What follows belongs to an exercise in optimizing a design on an open flow for a short achievable clock period and few clock cycles; a production flow would make more cautious choices. The RTL was checked by simulation tests, not by an equivalence proof against the original design. Power figures rest on the tool's default switching activity, not on a simulated workload.

==> run a: inputs <==
==> flow/design.v <==
package cpu18_pkg;
	localparam int ADDR_W = 16;
	localparam int DATA_W = 8;
	localparam int NUM_REGS = 16;
	localparam int RAM_SIZE = 256;
	localparam logic [ADDR_W-1:0] RAM_BASE = 16'h8000;
	localparam logic [ADDR_W-1:0] OUT_PORT_ADDR = 16'hFFF0;
	typedef enum logic [3:0] {
		IDL_LDN = 4'h0,  
		INC = 4'h1,
		DEC = 4'h2,
		BRANCH = 4'h3,   
		LDA = 4'h4,
		STR = 4'h5,
		GROUP7 = 4'h7,   
		GLO = 4'h8,
		GHI = 4'h9,
		PLO = 4'hA,
		PHI = 4'hB,
		SEP = 4'hD,
		SEX = 4'hE,
		GROUP_F = 4'hF
	} opcode_t;
	typedef enum logic [2:0] {
		LDX = 3'd0,      
		OR = 3'd1,
		AND = 3'd2,
		XOR = 3'd3,
		ADD = 3'd4,
		SD = 3'd5,
		SHIFT = 3'd6,    
		SM = 3'd7
	} alu_op_t;
	typedef enum logic [2:0] {
		FETCH,
		DECODE,
		MEM_WAIT,
		FINISH,
		IDLE
	} seq_state_t;
	typedef struct packed {
		logic [ADDR_W-1:0] addr;
		logic [DATA_W-1:0] wdata;
		logic write;
	} bus_req_t;
	typedef struct packed {
		logic [ADDR_W-2:0] addr;
	} rom_req_t;
endpackage
`timescale 1ns/1ps
module cpu18_top (
	input logic clk,
	input logic rst_n,
	output cpu18_pkg::rom_req_t rom_req,
	output logic rom_req_valid,
	input logic rom_req_ready,
	input logic [cpu18_pkg::DATA_W-1:0] rom_data,
	input logic rom_data_valid,
	output logic rom_data_ready,
	output logic [cpu18_pkg::DATA_W-1:0] out_data,
	output logic out_valid,
	input logic out_ready,
	output logic q,
	output logic idle
);
	localparam int QN = 8;    
	logic [15:0] regs [16];
	logic [15:0] pc;          
	logic [3:0] p;
	logic [3:0] x;
	logic [7:0] d;
	logic df;
	logic qf;
	logic [7:0] ram [256];
	logic [7:0] qb [QN];
	logic [2:0] qhead;
	logic [2:0] qtail;
	logic [3:0] qcnt;
	logic [15:0] fpc;         
	logic [2:0] ocnt;         
	logic [2:0] skip;         
	logic halted;
	logic dreq_v;             
	logic [14:0] dreq_a;
	logic dwait;              
	logic [2:0] dcnt;         
	typedef enum logic [1:0] {PH_EXEC, PH_MEM, PH_ROMWAIT, PH_ROMDONE} ph_t;
	ph_t ph;
	logic [15:0] maddr;       
	logic [7:0] mrd;          
	logic ov0, ov1;
	logic [8:0] od0, od1;
	logic [7:0] h0, h1;
	logic [3:0] hi, n;
	logic is2;
	logic have;
	logic [15:0] pc1, pc2;
	assign h0 = qb[qhead];
	assign h1 = qb[qhead + 3'd1];
	assign hi = h0[7:4];
	assign n = h0[3:0];
	assign is2 = (hi == 4'h3) || (hi == 4'hF && h0[3] && h0[2:0] != 3'd6);
	assign have = (qcnt != 4'd0) && (!is2 || qcnt >= 4'd2);
	assign pc1 = pc + 16'd1;
	assign pc2 = pc + 16'd2;
	logic is_memrd, is_str, is_fmem;
	assign is_fmem = (hi == 4'hF) && !h0[3] && (h0[2:0] != 3'd6);
	assign is_memrd = (hi == 4'h0 && n != 4'h0) || (hi == 4'h4) || is_fmem;
	assign is_str = (hi == 4'h5);
	logic [3:0] msel;
	logic [15:0] rn_val, rm_val;
	assign msel = (hi == 4'hF) ? x : n;
	assign rn_val = (n == p) ? pc1 : regs[n];
	assign rm_val = (msel == p) ? pc1 : regs[msel];
	logic m_rom, m_ram, m_out;
	assign m_rom = !maddr[15];
	assign m_ram = (maddr[15:8] == 8'h80);
	assign m_out = (maddr == 16'hFFF0);
	logic [7:0] opnd;
	logic [7:0] alu_d;
	logic alu_df;
	logic [8:0] sum, dbd, ddb;
	always_comb begin
		if (ph == PH_ROMDONE) opnd = mrd;
		else if (ph == PH_MEM) opnd = m_ram ? ram[maddr[7:0]] : 8'h00;
		else opnd = h1;
	end
	assign sum = {1'b0, d} + {1'b0, opnd};
	assign dbd = {1'b0, opnd} - {1'b0, d};
	assign ddb = {1'b0, d} - {1'b0, opnd};
	always_comb begin
		alu_d = d;
		alu_df = df;
		case (h0[2:0])
			3'd0: alu_d = opnd;
			3'd1: alu_d = d | opnd;
			3'd2: alu_d = d & opnd;
			3'd3: alu_d = d ^ opnd;
			3'd4: begin alu_d = sum[7:0]; alu_df = sum[8]; end
			3'd5: begin alu_d = dbd[7:0]; alu_df = ~dbd[8]; end
			3'd6: begin
				if (h0[3]) begin alu_d = {d[6:0], 1'b0}; alu_df = d[7]; end
				else begin alu_d = {1'b0, d[7:1]}; alu_df = d[0]; end
			end
			default: begin alu_d = ddb[7:0]; alu_df = ~ddb[8]; end
		endcase
	end
	logic cond_raw, taken;
	always_comb begin
		case (n[2:0])
			3'd0: cond_raw = 1'b1;
			3'd1: cond_raw = qf;
			3'd2: cond_raw = (d == 8'h00);
			3'd3: cond_raw = df;
			default: cond_raw = 1'b0;
		endcase
	end
	assign taken = cond_raw ^ n[3];
	logic consume;            
	logic [1:0] clen;         
	logic redirect;           
	logic [15:0] npc;         
	logic wen;
	logic [3:0] wsel;
	logic [15:0] wdata;
	logic d_we;
	logic [7:0] d_nx;
	logic df_we;
	logic df_nx;
	logic ram_we;
	logic push;
	logic exec_idl;
	logic go_mem;
	logic go_romwait;
	logic p_we;
	logic x_we;
	logic q_we;
	logic ld_done;
	logic [7:0] ld_val;
	always_comb begin
		consume = 1'b0;
		clen = 2'd1;
		redirect = 1'b0;
		npc = pc1;
		wen = 1'b0;
		wsel = n;
		wdata = rn_val + 16'd1;
		d_we = 1'b0;
		d_nx = alu_d;
		df_we = 1'b0;
		df_nx = alu_df;
		ram_we = 1'b0;
		push = 1'b0;
		exec_idl = 1'b0;
		go_mem = 1'b0;
		go_romwait = 1'b0;
		p_we = 1'b0;
		x_we = 1'b0;
		q_we = 1'b0;
		ld_done = 1'b0;
		ld_val = opnd;
		case (ph)
			PH_EXEC: if (have && !halted) begin
				if (is_memrd || is_str) begin
					go_mem = 1'b1;
				end else begin
					consume = 1'b1;
					case (hi)
						4'h0: begin    
							consume = 1'b0;
							exec_idl = 1'b1;
						end
						4'h1: begin
							wen = 1'b1;
							wdata = rn_val + 16'd1;
						end
						4'h2: begin
							wen = 1'b1;
							wdata = rn_val - 16'd1;
						end
						4'h3: begin
							clen = 2'd2;
							npc = pc2;
							if (taken && h1 != pc2[7:0]) begin
								redirect = 1'b1;
								npc = {pc2[15:8], h1};
							end
						end
						4'h7: q_we = (n == 4'hA) || (n == 4'hB);
						4'h8: begin d_we = 1'b1; d_nx = rn_val[7:0]; end
						4'h9: begin d_we = 1'b1; d_nx = rn_val[15:8]; end
						4'hA: begin
							wen = 1'b1;
							wdata = {rn_val[15:8], d};
						end
						4'hB: begin
							wen = 1'b1;
							wdata = {d, rn_val[7:0]};
						end
						4'hD: if (n != p) begin
							wen = 1'b1;
							wsel = p;
							wdata = pc1;
							p_we = 1'b1;
							redirect = 1'b1;
							npc = regs[n];
						end
						4'hE: x_we = 1'b1;
						4'hF: begin    
							d_we = 1'b1;
							df_we = 1'b1;
							if (h0[2:0] != 3'd6) begin
								clen = 2'd2;
								npc = pc2;
							end
						end
						default: ;
					endcase
					if (wen && hi != 4'hD && n == p) begin
						wen = 1'b0;
						redirect = 1'b1;
						npc = wdata;
					end
				end
			end
			PH_MEM: begin
				if (is_str) begin
					if (m_out) begin
						if (!ov1) begin
							push = 1'b1;
							consume = 1'b1;
						end
					end else begin
						consume = 1'b1;
						if (m_ram) begin
							ram_we = 1'b1;
							if (pc[15] || fpc[15]) redirect = 1'b1;
						end
					end
				end else if (m_rom) begin
					go_romwait = 1'b1;
				end else begin
					ld_done = 1'b1;
				end
			end
			PH_ROMDONE: ld_done = 1'b1;
			default: ;
		endcase
		if (ld_done) begin
			consume = 1'b1;
			d_we = 1'b1;
			d_nx = is_fmem ? alu_d : ld_val;
			df_we = is_fmem;
			if (hi == 4'h4) begin    
				wen = 1'b1;
				wdata = maddr + 16'd1;
				if (n == p) begin
					wen = 1'b0;
					redirect = 1'b1;
					npc = wdata;
				end
			end
		end
	end
	logic ans;
	logic ans_data;           
	logic ans_drop;
	logic ans_enq;
	logic f_rom;              
	logic accept;
	logic int_fetch;          
	logic [7:0] int_byte;
	logic enq;
	logic [7:0] enq_byte;
	logic [2:0] ocnt_nx;
	assign rom_data_ready = 1'b1;
	assign ans = rom_data_valid;
	assign ans_data = ans && dwait && (dcnt == 3'd0);
	assign ans_drop = ans && !ans_data && (skip != 3'd0);
	assign ans_enq = ans && !ans_data && (skip == 3'd0);
	assign f_rom = !halted && !fpc[15] && ({1'b0, qcnt} + {2'b00, ocnt} < 5'(QN)) && (ocnt < 3'd4);
	assign rom_req_valid = dreq_v || f_rom;
	assign rom_req.addr = dreq_v ? dreq_a : fpc[14:0];
	assign accept = rom_req_valid && rom_req_ready;
	assign int_fetch = !halted && fpc[15] && (ocnt == 3'd0) && (qcnt < 4'(QN));
	assign int_byte = (fpc[15:8] == 8'h80) ? ram[fpc[7:0]] : 8'h00;
	assign enq = int_fetch || ans_enq;
	assign enq_byte = int_fetch ? int_byte : rom_data;
	assign ocnt_nx = ocnt + {2'b00, accept} - {2'b00, ans};
	logic pop;
	assign pop = ov0 && out_ready;
	assign out_valid = ov0;
	assign out_data = od0[7:0];
	assign q = ov0 ? od0[8] : qf;
	always_ff @(posedge clk) begin
		if (!rst_n) begin
			ov0 <= 1'b0;
			ov1 <= 1'b0;
		end else begin
			if (pop) begin
				ov0 <= ov1 || push;
				ov1 <= ov1 && push;
				if (ov1) od0 <= od1;
				else if (push) od0 <= {qf, d};
				if (ov1 && push) od1 <= {qf, d};
			end else if (push) begin
				if (!ov0) begin
					ov0 <= 1'b1;
					od0 <= {qf, d};
				end else begin
					ov1 <= 1'b1;
					od1 <= {qf, d};
				end
			end
		end
	end
	always_ff @(posedge clk) begin
		if (!rst_n) begin
			pc <= '0;
			p <= '0;
			x <= '0;
			d <= '0;
			df <= 1'b0;
			qf <= 1'b0;
			ph <= PH_EXEC;
			halted <= 1'b0;
			idle <= 1'b0;
			fpc <= '0;
			qhead <= '0;
			qtail <= '0;
			qcnt <= '0;
			ocnt <= '0;
			skip <= '0;
			dreq_v <= 1'b0;
			dwait <= 1'b0;
			dcnt <= '0;
		end else begin
			if (d_we) d <= d_nx;
			if (df_we) df <= df_nx;
			if (q_we) qf <= n[0];
			if (p_we) p <= n;
			if (x_we) x <= n;
			if (exec_idl) halted <= 1'b1;
			if ((halted || exec_idl) && !ov1 && (!ov0 || out_ready)) idle <= 1'b1;
			case (ph)
				PH_EXEC: if (go_mem) ph <= PH_MEM;
				PH_MEM: if (go_romwait) ph <= PH_ROMWAIT; else if (consume) ph <= PH_EXEC;
				PH_ROMWAIT: if (ans_data) ph <= PH_ROMDONE;
				default: ph <= PH_EXEC;
			endcase
			if (consume) pc <= npc;
			if (go_romwait) begin
				dreq_v <= 1'b1;
				dreq_a <= maddr[14:0];
			end
			if (dreq_v && rom_req_ready) begin
				dreq_v <= 1'b0;
				dwait <= 1'b1;
				dcnt <= ocnt - {2'b00, ans};
			end else if (ans_data) begin
				dwait <= 1'b0;
			end else if (dwait && ans) begin
				dcnt <= dcnt - 3'd1;
			end
			ocnt <= ocnt_nx;
			if (redirect) begin
				fpc <= npc;
				qhead <= '0;
				qtail <= '0;
				qcnt <= '0;
				skip <= ocnt_nx;
			end else begin
				if (accept && !dreq_v) fpc <= fpc + 16'd1;
				if (int_fetch) fpc <= fpc + 16'd1;
				if (enq) begin
					qb[qtail] <= enq_byte;
					qtail <= qtail + 3'd1;
				end
				if (consume) qhead <= qhead + {1'b0, clen};
				qcnt <= qcnt + {3'b000, enq} - (consume ? {2'b00, clen} : 4'd0);
				if (ans_drop) skip <= skip - 3'd1;
			end
		end
	end
	always_ff @(posedge clk) begin
		if (go_mem) maddr <= rm_val;
		if (ans_data) mrd <= rom_data;
		if (ram_we) ram[maddr[7:0]] <= d;
		if (wen) regs[wsel] <= wdata;
	end
endmodule
==> flow/run.sh <==
#!/bin/bash
# synth_recipe.tcl (not shown) runs the flow's synth.tcl, then flattens the netlist and writes it again
# the make line also repeats each setting of config.mk as NAME=value (left out here)
make -C /OpenROAD-flow-scripts/flow DESIGN_CONFIG=/design/flow/config.mk WORK_HOME=/design/flow/orfs CLKGATE_MAP_FILE= SYNTH_SCRIPT=/design/flow/synth_recipe.tcl finish
==> flow/config.mk <==
export PLATFORM = sky130hd
export DESIGN_NAME = cpu18_top
export DESIGN_NICKNAME = cpu18_top
export VERILOG_FILES = /design/flow/design.v
export SDC_FILE = /design/flow/constraint.sdc
export NUM_CORES = 4
export LEC_CHECK = 0
export CAP_MARGIN = 40
export CORE_MARGIN = 2
export CORE_UTILIZATION = 35
export SLEW_MARGIN = 30
==> flow/constraint.sdc <==
create_clock -name core_clock -period 10.0 [get_ports {clk}]
set_input_delay 2.0000 -clock core_clock [delete_from_list [all_inputs] [get_ports {clk}]]
set_output_delay 2.0000 -clock core_clock [all_outputs]
set_load 0.01 [all_outputs]
==> run b: changes against run a <==
==> flow/design.v, changed modules only <==
module cpu18_top (
	input logic clk,
	input logic rst_n,
	output cpu18_pkg::rom_req_t rom_req,
	output logic rom_req_valid,
	input logic rom_req_ready,
	input logic [cpu18_pkg::DATA_W-1:0] rom_data,
	input logic rom_data_valid,
	output logic rom_data_ready,
	output logic [cpu18_pkg::DATA_W-1:0] out_data,
	output logic out_valid,
	input logic out_ready,
	output logic q,
	output logic idle
);
	localparam int QN = 8;    
	logic [15:0] regs [16];
	logic [15:0] pc;          
	logic [3:0] p;
	logic [3:0] x;
	logic [7:0] d;
	logic df;
	logic qf;
	logic [7:0] ram [256];
	logic [7:0] qb [QN];
	logic [3:0] qcnt;
	logic [15:0] fpc;         
	logic [2:0] ocnt;         
	logic [2:0] skip;         
	logic halted;
	logic dreq_v;             
	logic [14:0] dreq_a;
	logic dwait;              
	logic [2:0] dcnt;         
	logic ibv;                
	logic [7:0] ib;
	typedef enum logic [2:0] {PH_EXEC, PH_MEM, PH_ROMWAIT, PH_DONE, PH_PFIX} ph_t;
	ph_t ph;
	logic [15:0] maddr;       
	logic [7:0] mrd;          
	logic [7:0] sdata;        
	logic ans;
	logic ans_data;           
	logic ans_drop;
	logic ans_enq;
	logic f_rom;              
	logic accept;
	logic int_fetch;          
	logic enq;
	logic [7:0] enq_byte;
	logic [2:0] ocnt_nx;
	logic ov0, ov1;
	logic [8:0] od0, od1;
	logic [7:0] h0, h1;
	logic [3:0] hi, n;
	logic is2;
	logic have;
	logic [15:0] pc1, pc2;
	assign h0 = qb[0];
	assign h1 = qb[1];
	assign hi = h0[7:4];
	assign n = h0[3:0];
	assign is2 = (hi == 4'h3) || (hi == 4'hF && h0[3] && h0[2:0] != 3'd6);
	assign have = (qcnt != 4'd0) && (!is2 || qcnt >= 4'd2);
	assign pc1 = pc + 16'd1;
	assign pc2 = pc + 16'd2;
	logic is_memrd, is_str, is_fmem;
	assign is_fmem = (hi == 4'hF) && !h0[3] && (h0[2:0] != 3'd6);
	assign is_memrd = (hi == 4'h0 && n != 4'h0) || (hi == 4'h4) || is_fmem;
	assign is_str = (hi == 4'h5);
	logic uses_rp;
	always_comb begin
		case (hi)
			4'h0: uses_rp = (n != 4'h0) && (n == p);
			4'h1, 4'h2, 4'h4, 4'h5, 4'h8, 4'h9, 4'hA, 4'hB: uses_rp = (n == p);
			4'hF: uses_rp = is_fmem && (x == p);
			default: uses_rp = 1'b0;
		endcase
	end
	logic [3:0] msel;
	logic [15:0] rn_val, rm_val;
	assign msel = (hi == 4'hF) ? x : n;
	assign rm_val = regs[msel];
	assign rn_val = rm_val;
	logic m_rom, m_ram, m_out;
	assign m_rom = !maddr[15];
	assign m_ram = (maddr[15:8] == 8'h80);
	assign m_out = (maddr == 16'hFFF0);
	logic [7:0] opnd;
	logic [7:0] alu_d;
	logic alu_df;
	logic [8:0] sum, dbd, ddb;
	assign opnd = (ph == PH_DONE) ? mrd : h1;
	assign sum = {1'b0, d} + {1'b0, opnd};
	assign dbd = {1'b0, opnd} - {1'b0, d};
	assign ddb = {1'b0, d} - {1'b0, opnd};
	always_comb begin
		alu_d = d;
		alu_df = df;
		case (h0[2:0])
			3'd0: alu_d = opnd;
			3'd1: alu_d = d | opnd;
			3'd2: alu_d = d & opnd;
			3'd3: alu_d = d ^ opnd;
			3'd4: begin alu_d = sum[7:0]; alu_df = sum[8]; end
			3'd5: begin alu_d = dbd[7:0]; alu_df = ~dbd[8]; end
			3'd6: begin
				if (h0[3]) begin alu_d = {d[6:0], 1'b0}; alu_df = d[7]; end
				else begin alu_d = {1'b0, d[7:1]}; alu_df = d[0]; end
			end
			default: begin alu_d = ddb[7:0]; alu_df = ~ddb[8]; end
		endcase
	end
	logic cond_raw, taken;
	always_comb begin
		case (n[2:0])
			3'd0: cond_raw = 1'b1;
			3'd1: cond_raw = qf;
			3'd2: cond_raw = (d == 8'h00);
			3'd3: cond_raw = df;
			default: cond_raw = 1'b0;
		endcase
	end
	assign taken = cond_raw ^ n[3];
	logic consume;            
	logic [1:0] clen;         
	logic redirect;           
	logic fast;               
	logic [15:0] npc;         
	logic wen;
	logic [3:0] wsel;
	logic [15:0] wdata;
	logic d_we;
	logic [7:0] d_nx;
	logic df_we;
	logic ram_we;
	logic push;
	logic exec_idl;
	logic go_mem;
	logic p_we;
	logic x_we;
	logic q_we;
	logic ld_done;
	logic [2:0] ph_nx;
	always_comb begin
		consume = 1'b0;
		clen = 2'd1;
		redirect = 1'b0;
		fast = 1'b0;
		npc = pc1;
		wen = 1'b0;
		wsel = n;
		wdata = rn_val + 16'd1;
		d_we = 1'b0;
		d_nx = alu_d;
		df_we = 1'b0;
		ram_we = 1'b0;
		push = 1'b0;
		exec_idl = 1'b0;
		go_mem = 1'b0;
		p_we = 1'b0;
		x_we = 1'b0;
		q_we = 1'b0;
		ld_done = 1'b0;
		ph_nx = ph;
		case (ph)
			PH_EXEC, PH_PFIX: if (have && !halted) begin
				if (uses_rp && ph == PH_EXEC) begin
					wen = 1'b1;
					wsel = p;
					wdata = pc1;
					ph_nx = PH_PFIX;
				end else if (is_memrd || is_str) begin
					go_mem = 1'b1;
					ph_nx = PH_MEM;
				end else begin
					consume = 1'b1;
					ph_nx = PH_EXEC;
					case (hi)
						4'h0: begin    
							consume = 1'b0;
							exec_idl = 1'b1;
						end
						4'h1: begin
							wen = 1'b1;
							wdata = rn_val + 16'd1;
						end
						4'h2: begin
							wen = 1'b1;
							wdata = rn_val - 16'd1;
						end
						4'h3: begin
							clen = 2'd2;
							npc = pc2;
							if (taken && h1 != pc2[7:0]) begin
								redirect = 1'b1;
								fast = 1'b1;
								npc = {pc2[15:8], h1};
							end
						end
						4'h7: q_we = (n == 4'hA) || (n == 4'hB);
						4'h8: begin d_we = 1'b1; d_nx = rn_val[7:0]; end
						4'h9: begin d_we = 1'b1; d_nx = rn_val[15:8]; end
						4'hA: begin
							wen = 1'b1;
							wdata = {rn_val[15:8], d};
						end
						4'hB: begin
							wen = 1'b1;
							wdata = {d, rn_val[7:0]};
						end
						4'hD: if (n != p) begin
							wen = 1'b1;
							wsel = p;
							wdata = pc1;
							p_we = 1'b1;
							redirect = 1'b1;
							npc = rn_val;
						end
						4'hE: x_we = 1'b1;
						4'hF: begin    
							d_we = 1'b1;
							df_we = 1'b1;
							if (h0[2:0] != 3'd6) begin
								clen = 2'd2;
								npc = pc2;
							end
						end
						default: ;
					endcase
					if (ph == PH_PFIX && hi != 4'hD && hi != 4'h3 && hi != 4'hF && wen) begin
						redirect = 1'b1;
						npc = wdata;
					end
				end
			end
			PH_MEM: begin
				ph_nx = PH_DONE;
				if (is_str) begin
					ph_nx = PH_EXEC;
					if (m_out) begin
						if (!ov1) begin
							push = 1'b1;
							consume = 1'b1;
						end else begin
							ph_nx = PH_MEM;
						end
					end else begin
						consume = 1'b1;
						if (m_ram) begin
							ram_we = 1'b1;
							if (pc[15] || fpc[15]) redirect = 1'b1;
						end
					end
				end else if (m_rom) begin
					ph_nx = PH_ROMWAIT;
				end
			end
			PH_ROMWAIT: if (ans_data) ph_nx = PH_DONE;
			PH_DONE: begin
				ph_nx = PH_EXEC;
				ld_done = 1'b1;
			end
			default: ph_nx = PH_EXEC;
		endcase
		if (ld_done) begin
			consume = 1'b1;
			d_we = 1'b1;
			d_nx = is_fmem ? alu_d : mrd;
			df_we = is_fmem;
			if (hi == 4'h4) begin    
				wen = 1'b1;
				wdata = maddr + 16'd1;
				if (n == p) begin
					redirect = 1'b1;
					npc = wdata;
				end
			end
		end
	end
	assign rom_data_ready = 1'b1;
	assign ans = rom_data_valid;
	assign ans_data = ans && dwait && (dcnt == 3'd0);
	assign ans_drop = ans && !ans_data && (skip != 3'd0);
	assign ans_enq = ans && !ans_data && (skip == 3'd0);
	assign f_rom = !halted && !fpc[15] && ({1'b0, qcnt} + {2'b00, ocnt} < 5'(QN)) && (ocnt < 3'd4);
	assign rom_req_valid = fast ? !pc2[15] : (dreq_v || f_rom);
	assign rom_req.addr = fast ? {pc2[14:8], h1} : dreq_v ? dreq_a : fpc[14:0];
	assign accept = rom_req_valid && rom_req_ready;
	assign int_fetch = !halted && fpc[15] && (ocnt == 3'd0) && (qcnt + {3'b000, ibv} < 4'(QN)) && (ph != PH_MEM);
	logic [7:0] ram_rd;
	assign ram_rd = ram[(ph == PH_MEM) ? maddr[7:0] : fpc[7:0]];
	assign enq = ibv || ans_enq;
	assign enq_byte = ibv ? ib : rom_data;
	assign ocnt_nx = ocnt + {2'b00, accept} - {2'b00, ans};
	logic pop;
	assign pop = ov0 && out_ready;
	assign out_valid = ov0;
	assign out_data = od0[7:0];
	assign q = ov0 ? od0[8] : qf;
	always_ff @(posedge clk) begin
		if (!rst_n) begin
			ov0 <= 1'b0;
			ov1 <= 1'b0;
		end else begin
			if (pop) begin
				ov0 <= ov1 || push;
				ov1 <= ov1 && push;
				if (ov1) od0 <= od1;
				else if (push) od0 <= {qf, d};
				if (ov1 && push) od1 <= {qf, d};
			end else if (push) begin
				if (!ov0) begin
					ov0 <= 1'b1;
					od0 <= {qf, d};
				end else begin
					ov1 <= 1'b1;
					od1 <= {qf, d};
				end
			end
		end
	end
	logic [3:0] qcnt_sh;      
	logic [7:0] qb_nx [QN];
	assign qcnt_sh = qcnt - (consume ? {2'b00, clen} : 4'd0);
	always_comb begin
		for (int i = 0; i < QN; i++) begin
			if (!consume) qb_nx[i] = qb[i];
			else if (clen == 2'd1) qb_nx[i] = (i + 1 < QN) ? qb[(i + 1) % QN] : 8'h00;
			else qb_nx[i] = (i + 2 < QN) ? qb[(i + 2) % QN] : 8'h00;
			if (enq && qcnt_sh == 4'(i)) qb_nx[i] = enq_byte;
		end
	end
	always_ff @(posedge clk) begin
		if (!rst_n) begin
			pc <= '0;
			p <= '0;
			x <= '0;
			d <= '0;
			df <= 1'b0;
			qf <= 1'b0;
			ph <= PH_EXEC;
			halted <= 1'b0;
			idle <= 1'b0;
			fpc <= '0;
			qcnt <= '0;
			ocnt <= '0;
			skip <= '0;
			dreq_v <= 1'b0;
			dwait <= 1'b0;
			dcnt <= '0;
			ibv <= 1'b0;
		end else begin
			if (d_we) d <= d_nx;
			if (df_we) df <= alu_df;
			if (q_we) qf <= n[0];
			if (p_we) p <= n;
			if (x_we) x <= n;
			if (exec_idl) halted <= 1'b1;
			if ((halted || exec_idl) && !ov1 && (!ov0 || out_ready)) idle <= 1'b1;
			ph <= ph_t'(ph_nx);
			if (consume) pc <= npc;
			if (ph == PH_MEM && ph_nx == PH_ROMWAIT) begin
				dreq_v <= 1'b1;
				dreq_a <= maddr[14:0];
			end
			if (dreq_v && rom_req_ready) begin
				dreq_v <= 1'b0;
				dwait <= 1'b1;
				dcnt <= ocnt - {2'b00, ans};
			end else if (ans_data) begin
				dwait <= 1'b0;
			end else if (dwait && ans) begin
				dcnt <= dcnt - 3'd1;
			end
			ocnt <= ocnt_nx;
			if (redirect) begin
				fpc <= npc + {15'd0, fast && accept};
				qcnt <= '0;
				skip <= ocnt_nx - {2'b00, fast && accept};
				ibv <= 1'b0;
			end else begin
				if (accept && !dreq_v) fpc <= fpc + 16'd1;
				if (int_fetch) fpc <= fpc + 16'd1;
				ibv <= int_fetch;
				qcnt <= qcnt_sh + {3'b000, enq};
				if (ans_drop) skip <= skip - 3'd1;
			end
		end
	end
	always_ff @(posedge clk) begin
		for (int i = 0; i < QN; i++) qb[i] <= qb_nx[i];
		if (go_mem) begin
			maddr <= rm_val;
			sdata <= d;
		end
		if (ans_data) mrd <= rom_data;
		else if (ph == PH_MEM) mrd <= m_ram ? ram_rd : 8'h00;
		if (int_fetch) ib <= (fpc[15:8] == 8'h80) ? ram_rd : 8'h00;
		if (ram_we) ram[maddr[7:0]] <= sdata;
		if (wen) regs[wsel] <= wdata;
	end
endmodule
- ABC_CLOCK_PERIOD_IN_PS: default -> 4000
- CORE_UTILIZATION: 35 -> 30
- SETUP_SLACK_MARGIN: default -> 5
==> impl_metrics.yaml <==
outcome:
  outcome: "complete, no violations"
die:
  chipHeight_um: 598
  placeableCoreArea_um2: 352000
  tapcell.inserted: 4730
global_route:
  global_route.usage.total_pct: 21.6
place:
  placed_cells: 11600
  dpl_worst_slack_ps: 2940
  gp_congestion: 0.950
pwr:
  sequential_power_mw: 14.6
  powerDensity_nw_per_um2: 334
  finalPower_mw: 47.1
clock_network:
  clock_latency_ps: 930
finish:
  layout.comb_gates.multi_input: 3876
# the run above: run a

==> impl_metrics.yaml <==
outcome:
  outcome: "complete, no violations"
place:
  dpl_worst_slack_ps: 3050
  gp_congestion: 0.938
  placed_cells: 11100
die:
  chipHeight_um: 602
  placeableCoreArea_um2: 356000
  tapcell.inserted: 4751
clock_network:
  clock_latency_ps: 960
finish:
  layout.comb_gates.multi_input: 3534
pwr:
  powerDensity_nw_per_um2: 327
  finalPower_mw: 41.2
# the run above: run b

Testbench counts of run a, summed over its fixed seeds: cycles 91,765.
Testbench counts of run b, summed over its fixed seeds: cycles 93,585.

## what the ideal ports hide
Ports are ideal in the flow. The routed layouts listed here were re-timed in OpenROAD.
Step 1 (the two cells are an assumption about what drives the block):
set clk [get_ports {clk}]
set_driving_cell -lib_cell sky130_fd_sc_hd__clkbuf_16 $clk
set_driving_cell -lib_cell sky130_fd_sc_hd__buf_2 [delete_from_list [all_inputs] $clk]
Step 2 adds t to the input delays and takes it off the output delays; t is the mean of the earliest and latest rising clock arrival at the registers after step 1. Input paths then give back, and output paths get back, about the clock's delay inside the block.
Three values: ideal, step 1, step 2; two values: the first two.
| run | t (ns) | slack for setup (ns) | worst register clock-pin slew, ns |
|---|---|---|---|
| run a | 0.988 | 2.949 / 2.949 / 2.949 | 0.07 / 0.07 |
| run b | 1.004 | 4.287 / 4.185 / 4.980 | 0.07 / 0.07 |
After both steps setup and hold are still met in every run listed.
